From an optimization exercise on the open Yosys and OpenROAD flow, aimed at small area, a short achievable clock period and few clock cycles per item; shortcuts taken in it are not production practice.
The RTL was checked by simulation tests, not by an equivalence proof against the original design.
Power is estimated from default activity; no workload was simulated.

File: flow/design.v
`default_nettype none
package edf_arb_pkg;
  localparam int QUEUE_DEPTH = 16;
  localparam int AW          = (QUEUE_DEPTH > 1) ? $clog2(QUEUE_DEPTH) : 1;
  localparam int CW          = $clog2(QUEUE_DEPTH + 1);
  localparam int ID_W    = 8;
  localparam int TIME_W  = 32;
  localparam int KEY_W   = TIME_W + 1;
  localparam int ENTRY_W = KEY_W + ID_W;
  localparam int WAIT_W  = 5;
  localparam int IN_DATA_W  = 72;
  localparam int OUT_DATA_W = 16;
  typedef enum logic [1:0] {
    FUNC_REQUEST = 2'd0,
    FUNC_RELEASE = 2'd1,
    FUNC_TICK    = 2'd2,
    FUNC_CANCEL  = 2'd3
  } func_t;
  typedef enum logic [1:0] {
    CFG_EDF_MODE = 2'd0,
    CFG_BURNOUT  = 2'd1,
    CFG_COOLDOWN = 2'd2
  } cfg_idx_t;
  localparam logic [TIME_W-1:0] BURNOUT_RST  = 32'd1000;
  localparam logic [TIME_W-1:0] COOLDOWN_RST = 32'd0;
endpackage
`default_nettype wire
`default_nettype none
module edf_arb_ram #(
  parameter int WIDTH = 8,
  parameter int DEPTH = 16
) (
  input  wire logic                             clk,
  input  wire logic                             we,
  input  wire logic [$clog2(DEPTH > 1 ? DEPTH : 2)-1:0] waddr,
  input  wire logic [WIDTH-1:0]                 wdata,
  input  wire logic [$clog2(DEPTH > 1 ? DEPTH : 2)-1:0] raddr,
  output logic      [WIDTH-1:0]                 rdata
);
  logic [WIDTH-1:0] mem [DEPTH];
  always_ff @(posedge clk) begin
    if (we) begin
      mem[waddr] <= wdata;
    end
    rdata <= mem[raddr];
  end
endmodule
`default_nettype wire
`default_nettype none
import edf_arb_pkg::*;
module edf_fifo_resource_arbiter_unit (
  input  wire logic                  clk,
  input  wire logic                  rst_n,
  input  wire logic                  in_tvalid,
  output logic                       in_tready,
  input  wire logic [IN_DATA_W-1:0]  in_tdata,
  input  wire logic [1:0]            in_tuser,
  output logic                       out_tvalid,
  input  wire logic                  out_tready,
  output logic [OUT_DATA_W-1:0]      out_tdata,
  input  wire logic                  cfg_valid,
  output logic                       cfg_ready,
  input  wire logic [1:0]            cfg_index,
  input  wire logic [TIME_W-1:0]     cfg_data
);
  localparam int N  = QUEUE_DEPTH;
  localparam int PW = AW;
  function automatic logic [1:0] cmp_key(input logic [KEY_W-1:0] a,
                                         input logic [KEY_W-1:0] b);
    logic [63:0] l, e;
    l = '0;
    e = '1;
    for (int i = 0; i < KEY_W; i++) begin
      l[i] = ~a[i] & b[i];
      e[i] = ~(a[i] ^ b[i]);
    end
    for (int w = 32; w >= 1; w = w / 2) begin
      for (int k = 0; k < w; k++) begin
        l[k] = l[2*k+1] | (e[2*k+1] & l[2*k]);
        e[k] = e[2*k+1] & e[2*k];
      end
    end
    cmp_key = {l[0], e[0]};
  endfunction
  function automatic logic [KEY_W-1:0] add_time(input logic [TIME_W-1:0] a,
                                                input logic [TIME_W-1:0] b);
    logic [TIME_W-1:0] p, g, pp, gg;
    p  = a ^ b;
    g  = a & b;
    pp = p;
    gg = g;
    for (int d = 1; d < TIME_W; d = d * 2) begin
      for (int i = TIME_W-1; i >= d; i--) begin
        gg[i] = gg[i] | (pp[i] & gg[i-d]);
        pp[i] = pp[i] & pp[i-d];
      end
    end
    add_time = {gg[TIME_W-1], p ^ {gg[TIME_W-2:0], 1'b0}};
  endfunction
  logic [N-1:0]            v_r;
  logic [N-1:0][KEY_W-1:0] key_r;
  logic [N-1:0][ID_W-1:0]  id_r;
  logic [N-1:0][PW-1:0]    pos_r;
  logic [N-1:0][N-1:0]     beats_r;    
  logic [N-1:0][N-1:0]     same_r;     
  logic [CW-1:0]           cnt_r;
  logic                    held_r;
  logic [KEY_W-1:0]        cd_end_r;
  logic                    edf_mode_r;
  logic [TIME_W-1:0]       burnout_r;
  logic [TIME_W-1:0]       cooldown_r;
  logic                    pend_r;
  logic                    fix_r;      
  logic [N-1:0]            fix_oh_r;
  logic                    a_v_r;
  logic                    a_free_r;   
  logic [1:0]              a_func_r;
  logic [ID_W-1:0]         a_rid_r;
  logic [TIME_W-1:0]       a_now_r;
  logic [KEY_W-1:0]        a_key_r;
  logic                    x_v_r;
  logic [1:0]              x_func_r;
  logic [ID_W-1:0]         x_rid_r;
  logic [KEY_W-1:0]        x_cdn_r;    
  logic [KEY_W-1:0]        x_key_r;
  logic [N-1:0]            x_lt_r;     
  logic [N-1:0]            x_eq_r;     
  logic [N-1:0]            x_match_r;  
  logic                    x_ge_r;     
  logic [1:0]              oq_n_r;
  logic                    oq_nz_r;    
  logic [OUT_DATA_W-1:0]   oq_head_r;
  logic [OUT_DATA_W-1:0]   oq_tail_r;
  logic x_exec, x_free, pop;
  logic a_v_nxt, x_v_nxt, pend_nxt, fix_nxt;
  logic [N-1:0] fix_oh_nxt;
  logic [1:0] oq_n_nxt;
  logic push;
  assign x_exec     = x_v_r && !oq_n_r[1] && !pend_r && !fix_r;
  assign x_free     = !x_v_r || x_exec;
  assign in_tready  = a_free_r;
  assign out_tvalid = oq_nz_r;
  assign out_tdata  = oq_head_r;
  assign pop        = oq_nz_r && out_tready;
  assign cfg_ready  = 1'b1;
  assign a_v_nxt  = a_free_r ? in_tvalid : a_v_r;
  assign x_v_nxt  = x_free ? a_v_r : x_v_r;
  assign oq_n_nxt = oq_n_r + {1'b0, push} - {1'b0, pop};
  logic [N-1:0]     win;
  logic [PW-1:0]    b_pos;
  logic [ID_W-1:0]  b_id;
  always_comb begin
    b_pos = '0;
    b_id  = '0;
    for (int s = 0; s < N; s++) begin
      win[s] = v_r[s];
      for (int t = 0; t < N; t++) begin
        if (t < s) begin
          if (v_r[t] && beats_r[t][s]) win[s] = 1'b0;
        end else if (t > s) begin
          if (v_r[t] && !beats_r[s][t]) win[s] = 1'b0;
        end
      end
      if (win[s]) begin
        b_pos = b_pos | pos_r[s];
        b_id  = b_id  | id_r[s];
      end
    end
  end
  logic [N-1:0]         last_oh;      
  logic [N-1:0]         free_oh;      
  logic [N-1:0]         match;        
  logic [N-1:0]         m_oh;         
  logic [N-1:0]         sel;
  logic [N-1:0]         below;
  logic [N-1:0][N-1:0]  pos_oh;
  logic [PW-1:0]        p_pos;
  logic                 any_match;
  logic [CW-1:0]        cnt_m1;
  logic                 is_req, is_rel, is_can;
  assign cnt_m1 = cnt_r - CW'(1);
  assign is_req = (x_func_r == FUNC_REQUEST);
  assign is_rel = (x_func_r == FUNC_RELEASE);
  assign is_can = (x_func_r == FUNC_CANCEL) && !pend_r && !fix_r;
  always_comb begin
    for (int s = 0; s < N; s++) begin
      last_oh[s] = v_r[s] && (pos_r[s] == cnt_m1[PW-1:0]);
      match[s]   = v_r[s] && x_match_r[s];
      for (int q = 0; q < N; q++) pos_oh[s][q] = (pos_r[s] == PW'(q));
    end
    sel = is_can ? match : fix_oh_r;
    for (int q = 0; q < N; q++) begin
      below[q] = 1'b0;
      for (int s = 0; s < N; s++) begin
        if (sel[s] && (pos_r[s] < PW'(q))) below[q] = 1'b1;
      end
    end
    p_pos = '0;
    for (int s = 0; s < N; s++) begin
      m_oh[s] = match[s] && !(|(pos_oh[s] & below));
      if (m_oh[s]) p_pos = p_pos | pos_r[s];
    end
    any_match = |match;
    free_oh   = ~v_r & (v_r + N'(1));
  end
  logic [N-1:0]         v_nxt;
  logic [N-1:0][PW-1:0] pos_nxt;
  logic [N-1:0]         wr_oh;       
  logic [PW-1:0]        wr_pos;
  logic [N-1:0]         mv_oh;       
  logic [N-1:0]         pm_oh;       
  logic [PW-1:0]        pm_pos;
  logic [N-1:0]         same_l;      
  logic [CW-1:0]        cnt_nxt;
  logic                 held_nxt;
  logic                 cd_rel;      
  logic [OUT_DATA_W-1:0] res;
  logic                 app, ovf, held1, ge1, gc, g_new, new_wins;
  logic [ID_W-1:0]      gid;
  assign new_wins = &(x_lt_r | ~v_r);
  always_comb begin
    v_nxt      = v_r;
    pos_nxt    = pos_r;
    wr_oh      = '0;
    wr_pos     = cnt_r[PW-1:0];
    mv_oh      = '0;
    pm_oh      = '0;
    pm_pos     = b_pos;
    fix_nxt    = 1'b0;
    fix_oh_nxt = '0;
    cnt_nxt    = cnt_r;
    held_nxt   = held_r;
    cd_rel     = 1'b0;
    pend_nxt   = 1'b0;
    push       = 1'b0;
    app    = is_req && !cnt_r[CW-1];
    ovf    = is_req &&  cnt_r[CW-1];
    held1  = is_rel ? 1'b0 : held_r;
    ge1    = is_rel ? (cooldown_r == '0) : x_ge_r;
    gc     = 1'b0;
    g_new  = 1'b0;
    gid    = '0;
    if (pend_r) begin
      ovf  = 1'b0;
      push = 1'b1;
      gc   = (cnt_r != '0);
      if (gc) begin
        gid        = b_id;
        held_nxt   = 1'b1;
        cnt_nxt    = cnt_m1;
        v_nxt      = v_r & ~win;
        pm_oh      = last_oh & ~win;
        fix_oh_nxt = pm_oh;
        fix_nxt    = |(same_l & v_r & ~win & ~last_oh) && |pm_oh;
      end
    end else if (fix_r) begin
      mv_oh = fix_oh_r;
    end else if (x_exec) begin
      if (is_rel) begin
        held_nxt = 1'b0;
        cd_rel   = 1'b1;
      end
      if (is_can) begin
        pm_pos = p_pos;
        if (any_match) begin
          cnt_nxt = cnt_m1;
          v_nxt   = v_r & ~m_oh;
          mv_oh   = last_oh & ~m_oh;
          pm_oh   = mv_oh;
        end
        pend_nxt = !held_r && x_ge_r && (cnt_r != '0);
        push     = !pend_nxt;
      end else begin
        push = 1'b1;
        gc   = ((cnt_r != '0) || app) && !held1 && ge1;
        if (gc) begin
          held_nxt = 1'b1;
          g_new    = app && ((cnt_r == '0) || new_wins);
          if (g_new) begin
            gid = x_rid_r;
          end else begin
            gid   = b_id;
            v_nxt = v_r & ~win;
            if (app) begin
              wr_oh      = free_oh;
              wr_pos     = b_pos;
              fix_oh_nxt = free_oh;
              fix_nxt    = |(x_eq_r & v_r & ~win);
            end else begin
              cnt_nxt    = cnt_m1;
              pm_oh      = last_oh & ~win;
              fix_oh_nxt = pm_oh;
              fix_nxt    = |(same_l & v_r & ~win & ~last_oh) && |pm_oh;
            end
          end
        end else if (app) begin
          wr_oh   = free_oh;
          cnt_nxt = cnt_r + CW'(1);
        end
      end
    end
    v_nxt = v_nxt | wr_oh;
    for (int s = 0; s < N; s++) begin
      if (pm_oh[s]) pos_nxt[s] = pm_pos;
      if (wr_oh[s]) pos_nxt[s] = wr_pos;
    end
    res = {ovf, WAIT_W'(cnt_nxt), held_nxt, gid, gc};
  end
  logic [N-1:0] mv_lt;
  always_comb begin
    for (int t = 0; t < N; t++) begin
      mv_lt[t]  = |(pos_oh[t] & below);
      same_l[t] = 1'b0;
      for (int s = 0; s < N; s++) begin
        if (s < t && last_oh[s] && same_r[s][t]) same_l[t] = 1'b1;
        if (s > t && last_oh[s] && same_r[t][s]) same_l[t] = 1'b1;
      end
    end
  end
  logic [N-1:0]     c_lt, c_eq, c_match;
  logic             c_ge;
  logic [1:0]       c_slot, c_fwd;
  logic             c_mfwd;
  always_comb begin
    c_fwd  = cmp_key(a_key_r, x_key_r);
    c_mfwd = (a_rid_r == x_rid_r);
    for (int s = 0; s < N; s++) begin
      c_slot = cmp_key(a_key_r, key_r[s]);
      if (wr_oh[s]) begin
        c_lt[s]    = c_fwd[1];
        c_eq[s]    = c_fwd[0];
        c_match[s] = c_mfwd;
      end else begin
        c_lt[s]    = c_slot[1];
        c_eq[s]    = c_slot[0];
        c_match[s] = (a_rid_r == id_r[s]);
      end
    end
    if (cd_rel) c_ge = ({1'b0, a_now_r} >= x_cdn_r);
    else        c_ge = ({1'b0, a_now_r} >= cd_end_r);
  end
  always_ff @(posedge clk) begin
    if (!rst_n) begin
      v_r        <= '0;
      cnt_r      <= '0;
      held_r     <= 1'b0;
      cd_end_r   <= '0;
      edf_mode_r <= 1'b0;
      burnout_r  <= BURNOUT_RST;
      cooldown_r <= COOLDOWN_RST;
      pend_r     <= 1'b0;
      fix_r      <= 1'b0;
      a_v_r      <= 1'b0;
      a_free_r   <= 1'b1;
      x_v_r      <= 1'b0;
      oq_n_r     <= '0;
      oq_nz_r    <= 1'b0;
    end else begin
      v_r        <= v_nxt;
      cnt_r      <= cnt_nxt;
      held_r     <= held_nxt;
      if (cd_rel) cd_end_r <= x_cdn_r;
      pend_r     <= pend_nxt;
      fix_r      <= fix_nxt;
      a_v_r      <= a_v_nxt;
      x_v_r      <= x_v_nxt;
      a_free_r   <= !a_v_nxt || !x_v_nxt || (!oq_n_nxt[1] && !pend_nxt && !fix_nxt);
      oq_n_r     <= oq_n_nxt;
      oq_nz_r    <= (oq_n_nxt != 2'd0);
      if (cfg_valid) begin
        case (cfg_index)
          CFG_EDF_MODE: edf_mode_r <= cfg_data[0];
          CFG_BURNOUT:  burnout_r  <= cfg_data;
          CFG_COOLDOWN: cooldown_r <= cfg_data;
          default: ;
        endcase
      end
    end
    if (a_free_r) begin
      a_func_r <= in_tuser;
      a_rid_r  <= in_tdata[7:0];
      a_now_r  <= in_tdata[39:8];
      a_key_r  <= edf_mode_r ? add_time(in_tdata[71:40], burnout_r)
                             : {1'b0, in_tdata[39:8]};
    end
    if (x_free) begin
      x_func_r  <= a_func_r;
      x_rid_r   <= a_rid_r;
      x_cdn_r   <= add_time(a_now_r, cooldown_r);
      x_key_r   <= a_key_r;
      x_lt_r    <= c_lt;
      x_eq_r    <= c_eq;
      x_match_r <= c_match;
      x_ge_r    <= c_ge;
    end
    fix_oh_r <= fix_oh_nxt;
    if (push && (!oq_nz_r || (!oq_n_r[1] && pop))) begin
      oq_head_r <= res;
    end else if (pop) begin
      oq_head_r <= oq_tail_r;
    end
    if (push) oq_tail_r <= res;
    for (int s = 0; s < N; s++) begin
      pos_r[s] <= pos_nxt[s];
      if (wr_oh[s]) begin
        key_r[s] <= x_key_r;
        id_r[s]  <= x_rid_r;
      end
      for (int t = s + 1; t < N; t++) begin
        if (wr_oh[s]) begin
          beats_r[s][t] <= x_lt_r[t];
          same_r[s][t]  <= x_eq_r[t];
        end else if (wr_oh[t]) begin
          beats_r[s][t] <= !x_lt_r[s];
          same_r[s][t]  <= x_eq_r[s];
        end else if (mv_oh[s] && same_r[s][t]) begin
          beats_r[s][t] <= mv_lt[t];
        end else if (mv_oh[t] && same_r[s][t]) begin
          beats_r[s][t] <= !mv_lt[s];
        end
      end
    end
  end
endmodule
`default_nettype wire
File: flow/run.sh
#!/bin/bash
# synth_recipe.tcl (not shown) runs the flow's synth.tcl, then flattens the netlist and writes it again
# the make line also repeats each setting of config.mk as NAME=value (left out here)
make -C /OpenROAD-flow-scripts/flow DESIGN_CONFIG=/design/flow/config.mk WORK_HOME=/design/flow/orfs CLKGATE_MAP_FILE= SYNTH_SCRIPT=/design/flow/synth_recipe.tcl finish
File: flow/config.mk
export PLATFORM = sky130hd
export DESIGN_NAME = edf_fifo_resource_arbiter_unit
export DESIGN_NICKNAME = edf_fifo_resource_arbiter_unit
export VERILOG_FILES = /design/flow/design.v
export SDC_FILE = /design/flow/constraint.sdc
export NUM_CORES = 4
export LEC_CHECK = 0
export CAP_MARGIN = 40
export CORE_MARGIN = 2
export CORE_UTILIZATION = 40
export PLACE_DENSITY = 0.5
export SETUP_SLACK_MARGIN = 3.0
export SLEW_MARGIN = 30
File: flow/constraint.sdc
create_clock -name core_clock -period 8.0 [get_ports {clk}]
set_input_delay 1.6000 -clock core_clock [delete_from_list [all_inputs] [get_ports {clk}]]
set_output_delay 1.6000 -clock core_clock [all_outputs]
set_load 0.01 [all_outputs]
==> results of run 1 <==
-- sequential cells by signal, indices dropped and copies added (netlist names), 33 cells and up --
| signal | cells |
|---|---|
| x_cdn_r | 33 |
| beats_r | 120 |
| x_key_r | 33 |
| key_r | 528 |
| a_key_r | 33 |
| id_r | 128 |
| same_r | 120 |
| pos_r | 64 |
| cd_end_r | 33 |
-- cell type report --
cell class | count | area, sq um
clock buffer | 211 | 4280
clock inverter | 82 | 752
timing repair buffer | 753 | 7000
multi-input combinational | 5698 | 41800
fill | 18800 | 105000
inverter | 231 | 903
antenna | 24 | 60.1
tap | 2672 | 3340
sequential | 1336 | 38700
-- layer usage --
metal,vias to the layer above,GRT usage [%],share of wire [%]
met3,1698,13.0,12
met5,-,0.420,0.085
li1,30700,-,-
met2,5665,60.1,42
met1,36900,51.4,38
met4,24,26.9,8.4
-- cell usage after synthesis, types with 55 or more instances --
cell,instances
edfxtp_1,1192
nand2_1,770
ha_1,693
a21oi_1,479
o21ai_0,458
clkbuf_1,443
nor2_1,317
a21o_1,294
nand3_1,282
inv_1,219
a22oi_1,202
nand4_1,186
xor2_1,152
dfxtp_1,144
nor3_1,134
a21boi_0,114
mux2i_1,106
nor2b_1,106
xnor2_1,104
nor4_1,103
nand2b_1,81
a221oi_1,73
a31oi_1,71
and3_1,69
a211oi_1,68
and2_1,68
o31ai_1,68
o22ai_1,67
mux2_2,55
-- where the power goes --
group / leakage, uW / total, uW / switching [uW] / internal [uW]
combinational: 0.0236 / 2900 / 1860 / 1040
clock: 0.00244 / 7190 / 3170 / 4010
sequential: 0.0122 / 8150 / 214 / 7930
total: 0.0383 / 18200 / 5250 / 13000
-- logic make-up after synthesis --
logic type | synth area share, %
compound gates | 19.2
simple gates | 13.8
flops | 47.8
buf+inv | 3.46
fa+ha+maj | 10.8
xor+xnor | 2.77
mux | 2.21
other cells | 0.00464
-- critical path: stages (launching register included) --
cell,delay (ns)
edfxtp_1,1.00
inv_1,0.52
xnor2_1,0.28
and3_1,0.46
buf_4,0.34
a22o_1,0.33
a221oi_1,0.54
a31oi_1,0.23
nor4_2,0.49
a41oi_1,0.36
a21oi_4,0.40
a21o_1,0.16
-- final timing paths --
kind,from,to,slack (ns),cells past startpoint
setup reg to reg,pos_r[51],a_free_r,2.78,11
hold / removal,a_func_r[1],x_func_r[1],0.44,0
setup / recovery,pos_r[51],a_free_r,2.78,11
hold reg to reg,a_func_r[1],x_func_r[1],0.44,0
-- through the flow --
stage / util (%) / area, sq um / hold WS, ns
after floorplan: - / 80900 / 0.400
after global placement: 43.1 / 86900 / 0.420
after detailed placement: 43.5 / 87700 / 0.417
after CTS: 46.6 / 94000 / 0.437
after global routing: 48.0 / 96800 / 0.441
final: 48.1 / 96800 / 0.441
-- what timing repair did --
| action | 4_1_cts | 5_1_grt |
|---|---|---|
| buffers inserted | 39 | 104 |
| setup endpoints to repair | 452 | 563 |
| gates resized for setup | 194 | 366 |
| pin swaps | 30 | 102 |
| gates cloned | 4 | 19 |
==> results.cfg, run 1 <==
[run_status]
outcome = finished clean

[drt]
wl_per_cell_microns = 39.6
first_pass_iters = 10
drtIter0Drc = 11400
routed_wl_microns = 436000
vias_per_cell = 6.82
drc = 0
ant_nets = 0
vias = 75000

[synthesis]
synth_area_leader_cell = edfxtp_1
synth-edff-count = 1192
synth_top_flop_cell = edfxtp_1
ys_seq_elements = 1336
synth_cells = 7758
ys_seq_area_share_pct = 47.8
synth_nets = 8566
avgSynthCellArea_sq_um = 10.4
ys_types = 101
yosysTopAreaCellShare_pct = 44.3
ys_warn_count = 1
synthArstFlopShare_pct = 0
synthTopCellsByArea = edfxtp_1 (44%), ha_1 (11%), nand2_1 (3.6%), dfxtp_1 (3.6%), a21oi_1 (3.0%)
syn_area_sq_mm = 0.0808

[clock_tree]
cts_root_buffer = clkbuf_16
cts_tree = done
holdBufCountCts = 0
clock_latency_ns = 0.86
htreeDepth = 4
numCtsBuffers = 159
path_clk_slew_ns = 0.06
cts_buffer_depth = 3
clock_sinks = 1336

[timing]
finalCriticalPeriod_ns = 5.22
setup_ws_ns = 2.78
finalSetupTns_ns = 0
maxSlewHeadroom_pct = 31.4
rsz0062_at_grt = yes
drv_slew = 0
fmax_ghz = 0.191
fin_skew_ns = 0.0550
tightest_slew_ns = 1.03
fin_crit_sh_pct = 65.3
hold_viol_final = 0
setup_viol_count_final = 0

[place]
gp_congestion = 1.11
dp_hpwl_microns = 305000
dp.cells = 10500
port_buffers = 130
pre_cts_ws_ns = 1.46

[floorplan]
rows = 165
start_util_pct = 40.1
ioPinCount = 132
dieWidth_microns = 454
fp.dieArea_sq_mm = 0.206
die_y_microns = 454
core-area_sq_mm = 0.201

[worst_setup_path]
cp_data_required_time_ns = 8.76
crit_arrival_ns = 5.98
end_kind = flip-flop
cp_max_fo = 16
cp-start-kind = flip-flop
critPathKind = reg2reg

[finish]
nets = 8987
final_cells = 11000
areaGrowthSynthToFinish_pct = 19.8
final_layout_size_suffix_gt1_share_pct = 16.0
final_cell_mix = edfxtp_1 (1192), nand2_1 (762), ha_1 (692), buf_4 (485), a21oi_1 (459)
layout_commonest_cell = edfxtp_1

[pwr]
total_power_uw = 18200
cellPowerDensity_mw_per_mm2 = 188
power.leakage_uw = 0.0383
peakVddDrop_uv = 185

[grt]
track_usage_pct = 40.9
grt_pass1_wl_microns = 583000
grt_pass1_vias = 69700
grt_max_degree = 68
overflow = 0
antenna_found_initial = 34

[run]
drv_cap = 0

[hold_path]
hold_class = reg2reg
Testbench counts, summed over its fixed seeds: cycles 8,149, items 8,000.
==> run 2: changes to the inputs <==
--- a/flow/design.v
+++ b/flow/design.v
@@ -120,6 +120,7 @@
   logic [KEY_W-1:0]        a_key_r;
   logic                    x_v_r;
   logic [1:0]              x_func_r;
+  logic                    x_can_r;    
   logic [ID_W-1:0]         x_rid_r;
   logic [KEY_W-1:0]        x_cdn_r;    
   logic [KEY_W-1:0]        x_key_r;
@@ -181,14 +182,14 @@
   assign cnt_m1 = cnt_r - CW'(1);
   assign is_req = (x_func_r == FUNC_REQUEST);
   assign is_rel = (x_func_r == FUNC_RELEASE);
-  assign is_can = (x_func_r == FUNC_CANCEL) && !pend_r && !fix_r;
+  assign is_can = x_can_r && !pend_r && !fix_r;
   always_comb begin
     for (int s = 0; s < N; s++) begin
       last_oh[s] = v_r[s] && (pos_r[s] == cnt_m1[PW-1:0]);
       match[s]   = v_r[s] && x_match_r[s];
       for (int q = 0; q < N; q++) pos_oh[s][q] = (pos_r[s] == PW'(q));
     end
-    sel = is_can ? match : fix_oh_r;
+    sel = (match & {N{is_can}}) | (fix_oh_r & {N{fix_r}});
     for (int q = 0; q < N; q++) begin
       below[q] = 1'b0;
       for (int s = 0; s < N; s++) begin
@@ -385,6 +386,7 @@
     end
     if (x_free) begin
       x_func_r  <= a_func_r;
+      x_can_r   <= (a_func_r == FUNC_CANCEL);
       x_rid_r   <= a_rid_r;
       x_cdn_r   <= add_time(a_now_r, cooldown_r);
       x_key_r   <= a_key_r;
--- a/flow/config.mk
+++ b/flow/config.mk
@@ -5,9 +5,10 @@
 export SDC_FILE = /design/flow/constraint.sdc
 export NUM_CORES = 4
 export LEC_CHECK = 0
+export ABC_AREA = 1
 export CAP_MARGIN = 40
 export CORE_MARGIN = 2
 export CORE_UTILIZATION = 40
 export PLACE_DENSITY = 0.5
-export SETUP_SLACK_MARGIN = 3.0
+export SETUP_SLACK_MARGIN = 4.0
 export SLEW_MARGIN = 30
==> run 2 against run 1 <==
  * Wire length is 8.7% higher
  * Clock-buffer cell count is 18 lower
  * Clock power is 2% higher
  * Synthesized area is 4.9% higher
  * Fmax is 25% higher
  * Worst setup slack better by 1.0 ns
  * Non-clock buffer count is 37 higher
  * Register-to-register slack better by 1.0 ns
  * Flip-flop and latch count is 1 higher
  * Hold slack better by 0.012 ns
  * Critical endpoint is now oq_head_r[7]
==> results.cfg, run 2 <==
[timing]
finalCriticalPeriod_ns = 4.18
fin_skew_ns = 0.0798
setup_viol_count_final = 0
maxSlewHeadroom_pct = 34.9
fmax_ghz = 0.239
fin_crit_sh_pct = 52.3
drv_slew = 0
tightest_slew_ns = 0.976
hold_viol_final = 0
rsz0062_at_grt = yes
finalSetupTns_ns = 0

[synthesis]
synthArstFlopShare_pct = 0
syn_area_sq_mm = 0.0848
synth_area_leader_cell = edfxtp_1
synth_cells = 10100
synth_top_flop_cell = edfxtp_1
synth_nets = 10900
avgSynthCellArea_sq_um = 8.44
ys_warn_count = 1
synth_common_cells = nand2_1 (2444), edfxtp_1 (1193), nor2_1 (1071)
ys_seq_elements = 1337
yosysMostFrequentCell = nand2_1
ys_seq_area_share_pct = 45.6
ys_types = 71
synthTopCellsByArea = edfxtp_1 (42%), nand2_1 (11%), ha_1 (10%), nor2_1 (4.7%), nand3_1 (4.4%)
yosysTopAreaCellShare_pct = 42.2
synth-edff-count = 1193

[floorplan]
core-area_sq_mm = 0.211
ioPinCount = 132
start_util_pct = 40.1
rows = 169
fp.dieArea_sq_mm = 0.216
dieWidth_microns = 465
die_y_microns = 465

[grt]
overflow = 0
track_usage_pct = 42.2
grt_max_degree = 95
grt_pass1_vias = 79700
antenna_found_initial = 57
grt_pass1_wl_microns = 637000

[finish]
areaGrowthSynthToFinish_pct = 19.7
layout_commonest_cell = nand2_1
final_layout_size_suffix_gt1_share_pct = 12.9
final_core_util_pct = 48.0
largest_register_ffs = 528
fillers = 20400
top_register = key_r
final_cell_mix = nand2_1 (2354), edfxtp_1 (1193), nor2_1 (996), inv_1 (764), nand3_1 (719)
reg_top3 = key_r: 528 flops, id_r: 128 flops
nets = 11400

[worst_setup_path]
critPathKind = reg2reg
crit_arrival_ns = 4.72
cp_max_fo = 19
rr_startpoint = v_r[3]
cp_data_required_time_ns = 8.54
crit_start = v_r[3]
r2r_end = oq_head_r[7]
r2r_cells = 12
cp-start-kind = flip-flop
end_kind = flip-flop
r2r_setup_slack_ns = 3.82

[hold_path]
hold_start = a_v_r
hold_end = x_v_r
hold_class = reg2reg
hold_depth = 2

[drt]
vias_per_cell = 6.29
routed_wl_microns = 474000
vias = 85600
drtIter0Drc = 12400
wl_per_cell_microns = 34.8
first_pass_iters = 9
ant_nets = 0
drc = 0

[clock_tree]
clock_latency_ns = 0.89
clock_sinks = 1337
cts_tree = done
numCtsBuffers = 157
htreeDepth = 4
cts_buffer_depth = 3
cts_root_buffer = clkbuf_16
path_clk_slew_ns = 0.10

[run]
drv_cap = 0

[place]
port_buffers = 130
dp_hpwl_microns = 340000
gp_congestion = 1.08

[pwr]
peakVddDrop_uv = 239
power.leakage_uw = 0.0429
cellPowerDensity_mw_per_mm2 = 190

[run_status]
outcome = finished clean
-- run 2: kinds of logic (layout without fill, tap and decap cells) --
family,Yosys count,count (layout),share of synthesized area [%]
XOR/XNOR,186,186,1.92
AO/OA/AOI/OAI,1694,1694,11.6
flip-flops,1337,1337,45.6
AND/OR/NAND/NOR,4862,4872,24.5
adder cells (fa/ha/maj),695,695,10.3
other,1,34,0.00442
buffers and inverters,1279,1967,6.15
-- run 2: worst max-delay path, cell delays in order (launching register included) --
cell,delay (ns)
dfxtp_2,0.48
buf_4,0.48
nand2_1,0.35
nand2_1,0.15
a221oi_1,0.06
nand4_1,0.15
buf_4,0.29
clkinv_1,0.44
a22o_1,0.32
a221oi_1,0.32
nand2_1,0.10
o21ai_0,0.44
a31oi_1,0.25
-- run 2: area by class of cell --
type | instances | area [sq um] | share of cell area [%]
Tap cell | 2821 | 3530 | 3.47
Timing Repair Buffer | 790 | 7680 | 7.56
Antenna cell | 33 | 82.6 | 0.0813
Sequential cell | 1337 | 38700 | 38.1
Clock inverter | 96 | 1020 | 1.01
Multi-Input combinational cell | 7448 | 42800 | 42.1
Clock buffer | 193 | 4070 | 4.01
Inverter | 888 | 3690 | 3.63
-- run 2: worst max-delay path by stage --
stage               cells past startpoint            to
global route                           20   beats_r[53]
finish                                 12  oq_head_r[7]
detailed placement                     15     x_lt_r[0]
global placement                       16       v_r[11]
floorplan                              21   a_key_r[26]
CTS                                    22   beats_r[35]
-- run 2: per-stage QoR --
step / setup WS [ns] / instance area [sq um] / cells / hold slack [ns] / total power, uW
CTS: 4.00 / 99200 / 13400 / 0.450 / 19200
detailed placement: 2.46 / 90700 / 12900 / 0.436 / 11900
finish: 3.82 / 102000 / 13600 / 0.453 / 19300
floorplan: 4.00 / 84900 / 10100 / 0.424 / 10200
global placement: 2.12 / 90100 / 12900 / 0.436 / 11800
global route: 3.94 / 102000 / 13600 / 0.465 / 19900
-- run 2: where the power goes --
| group | leakage (uW) | total (uW) | internal (uW) | switching, uW |
|---|---|---|---|---|
| Clock | 0.00248 | 7330 | 4010 | 3320 |
| Sequential | 0.0126 | 8410 | 8090 | 314 |
| Combinational | 0.0279 | 3560 | 1080 | 2480 |
-- run 2: timing repair --
| action | CTS | global route |
|---|---|---|
| gates cloned | 2 | 10 |
| resized for setup | 375 | 261 |
| pin swaps | 44 | 57 |
| hold buffers | 0 | 0 |
| endpoints found under the setup margin | 1363 | 925 |
| buffers inserted | 212 | 121 |
-- run 2: metal layers --
metal | part of all wire (%) | track usage (%) | vias up
li1 | - | - | 36300
met1 | 39 | 53.5 | 41500
met2 | 42 | 62.8 | 6042
met3 | 11 | 12.6 | 1717
met4 | 8.0 | 26.5 | 46
met5 | 0.12 | 0.468 | -
Testbench counts of run 2, summed over its fixed seeds: cycles 8,149, items 8,000.
==> run 3: changes to the inputs <==
--- a/flow/config.mk
+++ b/flow/config.mk
@@ -10,5 +10,5 @@
 export CORE_MARGIN = 2
 export CORE_UTILIZATION = 40
 export PLACE_DENSITY = 0.5
-export SETUP_SLACK_MARGIN = 4.0
+export SETUP_SLACK_MARGIN = 4.4
 export SLEW_MARGIN = 30
==> run 3 against run 2 <==
  * Combinational power increased by 5%
  * Clock-buffer cell count decreased by 1
  * Hold slack got worse by 0.0055 ns
  * Utilization increased by 4.5 points
  * Worst setup slack better by 0.21 ns
  * Flip-flop and latch count did not move
  * Non-clock buffer count is 275 higher
  * Critical path depth rose by 13
  * Synthesized area unchanged
  * Global-route usage up 0.57 points
  * Via count increased by 2.3%
  * Critical endpoint is now beats_r[6]
  * Largest cell class unchanged
  * Largest power group unchanged
  * Highest routed layer unchanged
==> results.cfg, run 3 <==
[run_status]
outcome = finished clean

[place]
gp_congestion = 1.09
dp_hpwl_microns = 332000
port_buffers = 130
place_area_sq_mm = 0.0908

[synthesis]
ys_warn_count = 1
synth_nets = 10900
synthArstFlopShare_pct = 0
synth_cells = 10100
ys_seq_area_share_pct = 45.6
synth_top_flop_cell = edfxtp_1
avgSynthCellArea_sq_um = 8.44
yosysTopAreaCellShare_pct = 42.2
synth_common_cells = nand2_1 (2444), edfxtp_1 (1193), nor2_1 (1071)
synth_area_leader_cell = edfxtp_1
yosysMostFrequentCell = nand2_1
ys_seq_elements = 1337
synth-edff-count = 1193
ys_types = 71
syn_area_sq_mm = 0.0848
synthTopCellsByArea = edfxtp_1 (42%), nand2_1 (11%), ha_1 (10%), nor2_1 (4.7%), nand3_1 (4.4%)

[worst_setup_path]
end_kind = flip-flop
cp_data_required_time_ns = 8.59
crit_arrival_ns = 4.56
cp-start-kind = flip-flop
cp_slowest_stage_delay_ns = 0.63
critPathKind = reg2reg
crit_slowest_cell = edfxtp_1
cp_max_fo = 6

[clock_tree]
htreeDepth = 4
numCtsBuffers = 155
clock_sinks = 1337
clock_latency_ns = 0.89
cts_buffer_depth = 3
cts_root_buffer = clkbuf_16
cts_tree = done
path_clk_slew_ns = 0.06

[finish]
final_layout_size_suffix_gt1_share_pct = 22.3
largest_register_ffs = 528
reg_top3 = key_r: 528 flops, id_r: 128 flops
final_cell_mix = nand2_1 (2098), edfxtp_1 (1193), nor2_1 (910), inv_1 (729), ha_1 (686)
areaGrowthSynthToFinish_pct = 30.9
top_register = key_r
layout_commonest_cell = nand2_1
nets = 11700
post-route-cell-area_sq_mm = 0.111

[drt]
vias = 87600
vias_per_cell = 6.30
routed_wl_microns = 486000
wl_per_cell_microns = 35.0
drtIter0Drc = 12600
ant_nets = 0
drc = 0
first_pass_iters = 10

[floorplan]
start_util_pct = 40.1
ioPinCount = 132
rows = 169
core-area_sq_mm = 0.211
die_y_microns = 465
fp.dieArea_sq_mm = 0.216
dieWidth_microns = 465

[grt]
grt_pass1_wl_microns = 647000
grt_pass1_vias = 81700
grt_max_degree = 84
track_usage_pct = 42.8
overflow = 0
antenna_found_initial = 43

[timing]
finalSetupTns_ns = 0
fin_crit_sh_pct = 49.7
fin_skew_ns = 0.0732
maxSlewHeadroom_pct = 27.0
drv_slew = 0
hold_viol_final = 0
fmax_ghz = 0.252
finalCriticalPeriod_ns = 3.97
tightest_slew_ns = 1.10
rsz0062_at_grt = yes
setup_viol_count_final = 0

[pwr]
cellPowerDensity_mw_per_mm2 = 177
peakVddDrop_uv = 244
power.leakage_uw = 0.0472

[hold_path]
hold_class = reg2reg

[run]
drv_cap = 0
==> run 3: cell counts after synthesis <==
Identical to the previous run, type by type.
==> run 3: layout make-up <==
class | count | area (sq um)
diodes | 25 | 62.6
clock buffers | 192 | 4120
clock inverters | 92 | 1070
fillers | 19600 | 100000
inverters | 888 | 3840
multi-input cells | 7469 | 47800
flip-flops and latches | 1337 | 38700
well taps | 2821 | 3530
repair buffers | 1065 | 11900
repair inverters | 3 | 36.3
==> run 3: logic make-up (layout without fill, tap and decap cells) <==
| kind of cell | count (synthesis) | after routing | share of synthesized area, % |
|---|---|---|---|
| adder cells (fa/ha/maj) | 695 | 695 | 10.3 |
| AO/OA/AOI/OAI | 1694 | 1694 | 11.6 |
| other | 1 | 26 | 0.00442 |
| flip-flops | 1337 | 1337 | 45.6 |
| AND/OR/NAND/NOR | 4862 | 4893 | 24.5 |
| buffers and inverters | 1279 | 2240 | 6.15 |
| XOR/XNOR | 186 | 186 | 1.92 |
==> run 3: worst max-delay path: cells and delay by family, from the launching register on <==
kind | cells | cell delay (ns)
and+or+nand+nor | 18 | 2.01
buffers and inverters | 6 | 0.84
DFF | 1 | 0.63
AOI/OAI and AO/OA | 1 | 0.20
==> run 3: worst paths after layout <==
| check | startpoint | end | slack (ns) | cells past startpoint |
|---|---|---|---|---|
| hold reg to reg | a_key_r[22] | x_key_r[22] | 0.45 | 0 |
| setup / recovery | x_match_r[1] | beats_r[6] | 4.03 | 25 |
| hold / removal | a_key_r[22] | x_key_r[22] | 0.45 | 0 |
| setup reg to reg | x_match_r[1] | beats_r[6] | 4.03 | 25 |
==> run 3: metal layers <==
metal / GRT usage, % / share of wire, % / vias up / routed length, microns
li1: - / - / 37000 / -
met1: 52.1 / 37 / 42400 / 179000
met2: 63.9 / 42 / 6250 / 205000
met3: 14.2 / 12 / 1934 / 58600
met4: 29.4 / 8.9 / 34 / 43200
met5: 0.0668 / 0.078 / - / 378
==> run 3: per-stage QoR <==
stage	hold WS, ns	cells	setup slack [ns]	util, %	total power [uW]
floorplan	0.424	10100	4.06	-	10200
finish	0.447	13900	4.03	52.5	19600
detailed placement	0.435	12900	2.48	42.9	11800
CTS	0.453	13700	4.24	49.8	19400
global route	0.462	13900	4.05	52.5	20200
global placement	0.434	12900	2.18	42.6	11700
==> run 3: power by group <==
group | total [uW] | internal, uW | switching, uW
clock network | 7440 | 4240 | 3200
registers | 8440 | 8090 | 348
logic | 3730 | 1200 | 2530
total | 19600 | 13500 | 6080
==> run 3: repair_timing <==
action,4_1_cts,5_1_grt
gates cloned,42,19
pin swaps,199,336
buffers inserted,440,151
setup endpoints to repair,1394,977
hold buffers,0,0
gates resized for setup,1104,908
==> run 4: changes to the inputs <==
--- a/flow/config.mk
+++ b/flow/config.mk
@@ -8,7 +8,7 @@
 export ABC_AREA = 1
 export CAP_MARGIN = 40
 export CORE_MARGIN = 2
-export CORE_UTILIZATION = 40
-export PLACE_DENSITY = 0.5
-export SETUP_SLACK_MARGIN = 4.4
+export CORE_UTILIZATION = 55
+export PLACE_DENSITY = 0.6
+export SETUP_SLACK_MARGIN = 4.5
 export SLEW_MARGIN = 30
==> run 4 against run 3 <==
  * The flow now stops in global routing (5_1_grt)
  * Synthesized cell count stayed put
  * Synthesized area stayed put
==> results.cfg, run 4 <==
[run_status]
outcome = stopped before the end
stop_stage = global routing (5_1_grt)
error_line = [ERROR GRT-0232] Routing congestion too high. Check the congestion heatmap in the GUI.

[place]
dp.cells = 12100
gp_congestion = 1.12
place_area_sq_mm = 0.0892
dp_hpwl_microns = 314000
port_buffers = 130
pre_cts_ws_ns = 2.00

[grt]
overflow = 1181
track_usage_pct = 82.5
grt_max_degree = 78

[synthesis]
synth_common_cells = nand2_1 (2444), edfxtp_1 (1193), nor2_1 (1071)
ys_types = 71
synth_nets = 10900
synth_area_leader_cell = edfxtp_1
synth_top_flop_cell = edfxtp_1
synth-edff-count = 1193
synthArstFlopShare_pct = 0
avgSynthCellArea_sq_um = 8.44
synthTopCellsByArea = edfxtp_1 (42%), nand2_1 (11%), ha_1 (10%), nor2_1 (4.7%), nand3_1 (4.4%)
yosysTopAreaCellShare_pct = 42.2
ys_seq_elements = 1337
ys_warn_count = 1
ys_seq_area_share_pct = 45.6
synth_cells = 10100
syn_area_sq_mm = 0.0848
yosysMostFrequentCell = nand2_1

[clock_tree]
cts_root_buffer = clkbuf_16
clock_sinks = 1337
cts_buffer_depth = 3
holdBufCountCts = 0
numCtsBuffers = 142
htreeDepth = 4

[floorplan]
die_y_microns = 397
ioPinCount = 132
start_util_pct = 55.2
dieWidth_microns = 397
rows = 144
run 4: kinds of logic after synthesis:
logic type / share of synthesized area [%]
simple gates: 24.5
compound gates: 11.6
flops: 45.6
xor+xnor: 1.92
fa+ha+maj: 10.3
buf+inv: 6.15
other cells: 0.00442
run 4: metrics by stage:
step,power [uW],hold WS [ns]
after CTS,19000,0.459
after floorplan,10200,0.424
after global placement,11500,0.439
after detailed placement,11800,0.446
run 4: per-layer routing:
metal	global-route usage (%)	overflow
met3	72.5	109
met2	93.7	533
met4	79.1	396
met5	52.3	21
met1	83.4	122
run 4: repair_timing:
item / CTS
buffers inserted: 533
pin swaps: 243
gates cloned: 41
resized for setup: 1162
setup endpoints to repair: 1424
run 4: worst max-delay path by stage:
stage | start | end | slack (ns) | depth (start not counted)
after floorplan | in_tdata[40] | a_key_r[26] | 4.06 | 21
after CTS | fix_r | pos_r[6] | 4.35 | 25
after global placement | cnt_r[0] | a_free_r | 1.76 | 23
after detailed placement | cnt_r[0] | key_r[339] | 2.00 | 15
run 4: power by group through the flow:
| stage | registers, uW | clock network (uW) | logic [uW] |
|---|---|---|---|
| floorplan | 8450 | 0 | 1760 |
| global placement | 8620 | 0 | 2880 |
| detailed placement | 8630 | 0 | 3150 |
| CTS | 8460 | 6830 | 3670 |
==> run 5: changes to the inputs <==
--- a/flow/config.mk
+++ b/flow/config.mk
@@ -8,7 +8,7 @@
 export ABC_AREA = 1
 export CAP_MARGIN = 40
 export CORE_MARGIN = 2
-export CORE_UTILIZATION = 55
-export PLACE_DENSITY = 0.6
+export CORE_UTILIZATION = 65
+export PLACE_DENSITY = 0.7
 export SETUP_SLACK_MARGIN = 4.5
 export SLEW_MARGIN = 30
==> run 5 against run 4 <==
  * The run again fails in global routing (5_1_grt)
  * Synthesized area unchanged
  * Synthesized cell count unchanged
==> results.cfg, run 5 <==
[synthesis]
synth_nets = 10900
ys_types = 71
ys_warn_count = 1
synth_area_leader_cell = edfxtp_1
synth_common_cells = nand2_1 (2444), edfxtp_1 (1193), nor2_1 (1071)
synthTopCellsByArea = edfxtp_1 (42%), nand2_1 (11%), ha_1 (10%), nor2_1 (4.7%), nand3_1 (4.4%)
synth_cells = 10100
avgSynthCellArea_sq_um = 8.44
yosysTopAreaCellShare_pct = 42.2
ys_seq_area_share_pct = 45.6
yosysMostFrequentCell = nand2_1
synth_top_flop_cell = edfxtp_1
syn_area_sq_mm = 0.0848
synthArstFlopShare_pct = 0
synth-edff-count = 1193
ys_seq_elements = 1337

[grt]
grt_max_degree = 68
overflow = 633
grt_pass1_vias = 110000
grt_pass1_wl_microns = 835000
track_usage_pct = 86.1

[place]
pre_cts_ws_ns = 2.39
dp.cells = 11800
dp_hpwl_microns = 289000
gp_congestion = 1.19
place_area_sq_mm = 0.0887
port_buffers = 130

[floorplan]
start_util_pct = 65.5
dieWidth_microns = 365
die_y_microns = 365
ioPinCount = 132
rows = 132

[clock_tree]
cts_buffer_depth = 3
clock_sinks = 1337
htreeDepth = 4
numCtsBuffers = 140
cts_root_buffer = clkbuf_16

[run_status]
outcome = stopped before the end
error_line = [ERROR GRT-0116] Global routing finished with congestion. Check the congestion regions in the DRC Viewer.
stop_stage = global routing (5_1_grt)
run 5: cells by family after synthesis:
| kind of cell | Yosys count | synth area share (%) |
|---|---|---|
| flops | 1337 | 45.6 |
| xor+xnor | 186 | 1.92 |
| buf+inv | 1279 | 6.15 |
| fa+ha+maj | 695 | 10.3 |
| other cells | 1 | 0.00442 |
| compound gates | 1694 | 11.6 |
| simple gates | 4862 | 24.5 |
run 5: worst min path at each step:
stage | from | slack, ns | depth (start not counted) | to
after floorplan | a_rid_r[0] | 0.42 | 0 | x_rid_r[0]
after global placement | a_key_r[6] | 0.43 | 0 | x_key_r[6]
after detailed placement | cd_end_r[24] | 0.46 | 2 | cd_end_r[24]
after CTS | a_key_r[7] | 0.46 | 0 | x_key_r[7]
run 5: power groups by stage:
| stage | registers [uW] | clock network (uW) | logic [uW] |
|---|---|---|---|
| 3_5_place_dp | 8660 | 0 | 3090 |
| 2_1_floorplan | 8450 | 0 | 1760 |
| 3_3_place_gp | 8660 | 0 | 2770 |
| 4_1_cts | 8500 | 6830 | 3740 |
run 5: layer usage:
metal / global-route usage [%] / GRT overflow
met1: 86.9 / 30
met4: 84.4 / 261
met3: 77.8 / 64
met5: 56.9 / 9
met2: 95.2 / 269
run 5: per-stage QoR:
stage	util, %	hold slack [ns]
global placement	68.1	0.435
detailed placement	68.5	0.455
CTS	78.6	0.462
floorplan	-	0.424
run 5: timing repair:
action                     4_1_cts
hold buffers                     0
gates cloned                    34
setup endpoints to repair     1411
pin swaps                      194
buffers inserted               473
resized for setup              973

==> static timing again, ports no longer ideal <==
The flow's constraints put no driver on any port. The routed layouts listed below were extracted and timed again, unchanged, in two steps.
Step 1: set_driving_cell puts a clkbuf_16 on clk and a buf_2 on each other input, an assumption about the parent block.
Step 2, shift: input delay + t, output delay - t, t = (earliest + latest rising clock arrival at the registers) / 2. This alone moves slack from input paths to output paths.
Slacks: ideal ports / drivers / drivers and shift; pairs: ideal ports / drivers.
run | t (ns) | slack for setup (ns) | worst setup path after step 2 | latest minus earliest clock arrival (ns) | worst data-port slew with drivers (ns)
run 1 | 0.927 | 2.775 / 2.775 / 2.310 | input to register | 0.056 / 0.056 | 0.13
run 2 | 0.945 | 3.818 / 3.818 / 3.262 | input to register | 0.080 / 0.080 | 0.12
run 3 | 0.931 | 4.027 / 4.027 / 3.548 | input to register | 0.073 / 0.074 | 0.13
After both steps every run listed still meets setup and hold. The setup slack of run 2, which loses most, moves by 0.000 ns with the drivers and by -0.556 ns with both steps.
